Source: an optimization exercise on an open RTL-to-GDS flow (aim: a short achievable clock period and few clock cycles per item). Production flows keep margins and buffers that such runs may drop. Only simulation tests tie the RTL to the original design; equivalence was not proved. No driver is modelled on the clock port, so clock power and skew are understated where the tree is cut down; a real chip needs a root buffer or a tree. Power is estimated from default activity; no workload was simulated.

Setup of alpha:
// call_stack_exclusive_time
module call_stack_exclusive_time
#(
  parameter int MAX_FUNCS   = cset_pkg::DEF_MAX_FUNCS,
  parameter int STACK_DEPTH = cset_pkg::DEF_STACK_DEPTH
) (
  input  logic                   clk_i,
  input  logic                   rst_ni,
  input  logic                   cfg_we_i,
  input  logic [cset_pkg::CNT_WIDTH-1:0]   cfg_wdata_i,     
  input  logic                   s_axis_tvalid,
  output logic                   s_axis_tready,
  input  logic [cset_pkg::TDATA_WIDTH-1:0] s_axis_tdata,    
  input  logic [0:0]             s_axis_tuser,    
  output logic                   m_axis_tvalid,
  input  logic                   m_axis_tready,
  output logic [cset_pkg::TDATA_WIDTH-1:0] m_axis_tdata,    
  output logic [1:0]             m_axis_tuser     
);
  logic                        accept;
  logic                        acc, drop, res_valid;
  cset_pkg::result_t           res, out;
  cset_ctrl u_ctrl (
    .clk_i       (clk_i),
    .rst_ni      (rst_ni),
    .in_valid_i  (s_axis_tvalid),
    .in_ready_o  (s_axis_tready),
    .in_accept_o (accept),
    .acc_i       (acc),
    .drop_i      (drop),
    .res_valid_i (res_valid),
    .res_i       (res),
    .out_valid_o (m_axis_tvalid),
    .out_ready_i (m_axis_tready),
    .out_o       (out)
  );
  cset_dpath #(
    .MAX_FUNCS   (MAX_FUNCS),
    .STACK_DEPTH (STACK_DEPTH)
  ) u_dpath (
    .clk_i       (clk_i),
    .rst_ni      (rst_ni),
    .cfg_we_i    (cfg_we_i),
    .cfg_wdata_i (cfg_wdata_i),
    .in_accept_i (accept),
    .in_kind_i   (s_axis_tuser[0]),
    .in_func_i   (s_axis_tdata[cset_pkg::ID_WIDTH-1:0]),
    .in_time_i   (s_axis_tdata[cset_pkg::ID_WIDTH+cset_pkg::TIME_WIDTH-1:cset_pkg::ID_WIDTH]),
    .acc_o       (acc),
    .drop_o      (drop),
    .res_valid_o (res_valid),
    .res_o       (res)
  );
  assign m_axis_tdata = {{(cset_pkg::TDATA_WIDTH - cset_pkg::ID_WIDTH - cset_pkg::TIME_WIDTH){1'b0}}, out.total, out.func};
  assign m_axis_tuser = out.status;
endmodule
clock: 10.0 ns
lec_check: 0
cap_margin: 20
core_margin: 2
core_utilization: 65
place_density: 0.75
slew_margin: 60
standard.sh (not shown) runs the stock make flow with config.mk's settings and CLKGATE_MAP_FILE= SYNTH_SCRIPT=/design/flow/synth_recipe.tcl, a recipe that flattens the netlist after the stock synthesis.
==> flow/flow/run.sh <==
#!/bin/bash
# The standard layout with these changes:
# - the clock tree is built by flow/mytree.tcl (a balanced tree from a recursive bisection
#   of the registers' positions, three buffer levels) instead of TritonCTS;
# - each output port's buffer is placed next to the register that drives it
#   (flow/outbuf.tcl, run with the clock tree before the CTS step);
# - the resizer may swap cells of different footprints (MATCH_CELL_FOOTPRINT=0);
# - the timing repair steps aim for more setup slack than the 10 ns clock needs, so that
#   they size and buffer the design towards a shorter period.
# The constraints (constraint.sdc) are the design's, unchanged.
set -euo pipefail
W=$(pwd)
export CT_LEVELS="2 5 9"
bash standard.sh SETUP_SLACK_MARGIN=7.0 MATCH_CELL_FOOTPRINT=0 PRE_CTS_TCL="$W/flow/pre_cts.tcl" finish > standard_flow.log 2>&1
Other scripts of this flow, unchanged in this note and not shown: flow/flow/mytree.tcl, flow/flow/outbuf.tcl, flow/flow/pre_cts.tcl
Testbench counts of alpha, summed over its fixed seeds: cycles 19,370, items 19,314.
[inputs] beta vs alpha
diff --git a/flow/design.v b/flow/design.v
--- a/flow/design.v
+++ b/flow/design.v
@@ -280,14 +280,14 @@
     end
   end
   logic                 p4_pop, p4_res;
   logic [IW-1:0]        p4_id;
   logic                 p5_pop, p5_res;
   logic [IW-1:0]        p5_id;
-  logic [TW-1:0]        p5_sum;
-  logic [TW-1:0]        p6_sum;
+  logic [TW:0]          p5_sum;     
+  logic [TW:0]          p6_sum;
   always_ff @(posedge clk_i or negedge rst_ni) begin
     if (!rst_ni) begin
       p3_push <= 1'b0;
       p3_pop  <= 1'b0;
       p3_res  <= 1'b0;
     end else begin
@@ -309,50 +309,51 @@
     end
     p3_rd     <= s2_tot_rd;
     p3_f1     <= p3_pop && (p3_id == p2b_id);
     p3_f2     <= p4_pop && (p4_id == p2b_id);
     p3_f3     <= p5_pop && (p5_id == p2b_id);
   end
-  logic [STACK_DEPTH-1:0][TW-1:0] cstk;
+  logic [STACK_DEPTH-1:0][TW:0]   cstk;
   logic [TW:0]                    s3_parent_sum;
   logic [TW:0]                    s3_excl_sub;
-  assign s3_parent_sum = {1'b0, cstk[1]} + {1'b0, p3_dur};
-  assign s3_excl_sub   = {1'b0, p3_dur} - {1'b0, cstk[0]};
+  assign s3_parent_sum = {1'b0, cstk[1][TW-1:0]} + {1'b0, p3_dur};
+  assign s3_excl_sub   = cstk[0][TW] ? {1'b1, {TW{1'b0}}}
+                                     : {1'b0, p3_dur} - {1'b0, cstk[0][TW-1:0]};
   always_ff @(posedge clk_i) begin
     if (p3_push) begin
       cstk[0] <= '0;
     end else if (p3_pop) begin
-      cstk[0] <= s3_parent_sum[TW] ? TMAX : s3_parent_sum[TW-1:0];
+      cstk[0] <= {cstk[1][TW] || s3_parent_sum[TW], s3_parent_sum[TW-1:0]};
     end
     for (int j = 1; j < STACK_DEPTH - 1; j++) begin
       if (p3_cpush[j]) begin
         cstk[j] <= cstk[j-1];
       end else if (p3_cpop[j]) begin
         cstk[j] <= cstk[j+1];
       end
     end
     if (p3_cpush[STACK_DEPTH-1]) begin
       cstk[STACK_DEPTH-1] <= cstk[STACK_DEPTH-2];
     end
   end
-  logic [TW-1:0]                s3_tot;
-  logic [TW-1:0]                s4_sum;
+  logic [TW:0]                  s3_tot;
+  logic [TW:0]                  s4_sum;
   cset_pkg::status_e    p4_status;
   logic [TW:0]          p4_excl_sub;
-  logic [TW-1:0]        p4_tot;
+  logic [TW:0]          p4_tot;
   cset_pkg::status_e    p5_status;
   logic [MAX_FUNCS-1:0] p5_we;
   always_comb begin
     if (p3_f1) begin
       s3_tot = s4_sum;
     end else if (p3_f2) begin
       s3_tot = p5_sum;
     end else if (p3_f3) begin
       s3_tot = p6_sum;
     end else begin
-      s3_tot = p3_rd;
+      s3_tot = {1'b0, p3_rd};
     end
   end
   always_ff @(posedge clk_i or negedge rst_ni) begin
     if (!rst_ni) begin
       p4_pop <= 1'b0;
       p4_res <= 1'b0;
@@ -365,14 +366,16 @@
     p4_status <= p3_status;
     p4_id     <= p3_id;
     p4_excl_sub <= s3_excl_sub;
     p4_tot    <= s3_tot;
   end
   logic [TW:0]   s4_add;
-  assign s4_add = {1'b0, p4_tot} + {1'b0, p4_excl_sub[TW-1:0]};
-  assign s4_sum = p4_excl_sub[TW] ? p4_tot : (s4_add[TW] ? TMAX : s4_add[TW-1:0]);
+  assign s4_add = {1'b0, p4_tot[TW-1:0]} + {1'b0, p4_excl_sub[TW-1:0]};
+  assign s4_sum = p4_excl_sub[TW] ? p4_tot : {p4_tot[TW] || s4_add[TW], s4_add[TW-1:0]};
+  logic [TW-1:0] p5_total;
+  assign p5_total = p5_sum[TW] ? TMAX : p5_sum[TW-1:0];
   always_ff @(posedge clk_i or negedge rst_ni) begin
     if (!rst_ni) begin
       p5_pop <= 1'b0;
       p5_res <= 1'b0;
       p5_we  <= '0;
     end else begin
@@ -400,19 +403,19 @@
       end
     end
   end
   always_ff @(posedge clk_i) begin
     for (int k = 0; k < MAX_FUNCS; k++) begin
       if (p5_we[k]) begin
-        tot_q[k] <= p5_sum;
+        tot_q[k] <= p5_total;
       end
     end
   end
   assign res_valid_o  = p5_res;
   assign res_o.func   = p5_id;
-  assign res_o.total  = p5_pop ? p5_sum : '0;
+  assign res_o.total  = p5_pop ? p5_total : '0;
   assign res_o.status = p5_status;
 endmodule
 module call_stack_exclusive_time
 #(
   parameter int MAX_FUNCS   = cset_pkg::DEF_MAX_FUNCS,
   parameter int STACK_DEPTH = cset_pkg::DEF_STACK_DEPTH
Notes after the runs:
Initial antenna violation count on beta is down relative to alpha.
In beta the number of tap cells inserted turned out about 0.8% higher than in alpha.
In beta the shortest period the worst path allows turned out 0.063 ns lower than in alpha.
Met2 usage in global routing: alpha vs beta — no meaningful difference
Per the comparison of beta with alpha, switching power total was more or less identical, share of total power in the clock network was more or less identical, final worst clock skew went up by 0.023 ns.
When beta is measured against alpha, its aggregate routed wire length turns out 11,000 um higher.
Higher wire length on met3 among beta and alpha: beta
Lower setup slack among beta and alpha: alpha
Summary of beta over alpha: design internal power about even, post-CTS setup repair buffer count picked up an extra 9.
Testbench counts of beta, summed over its fixed seeds: cycles 19,370, items 19,314.
In every run of this note, the design's own scripts or RTL, not TritonCTS, make the clock network.

[re-timing with driven ports]
Ports are ideal in the flow. The routed layouts listed here were re-timed in OpenROAD.
Step 1 assumes that a clkbuf_16 drives the clock port and a buf_2 every other input.
Step 2 times the ports against the registers' clock, not the clock port: input delays grow and output delays shrink by t, the midpoint of the rising clock arrivals with the driver on.
Three values: no drivers, after step 1, after step 2; two values: the first two.
run | t (ns) | setup WS [ns] | hold slack, ns | clock arrival spread, ns | slew at the worst register clock pin (ns)
alpha | 1.046 | 6.642 / 6.440 / 6.284 | 0.321 / 0.321 / 0.321 | 0.115 / 0.114 | 0.08 / 0.08
beta | 1.073 | 6.705 / 6.440 / 6.223 | 0.307 / 0.307 / 0.307 | 0.157 / 0.156 | 0.09 / 0.09
After both steps every run listed still meets setup and hold. For beta, which loses most, drivers alone change the setup slack by -0.265 ns; drivers and shift together by -0.482 ns.
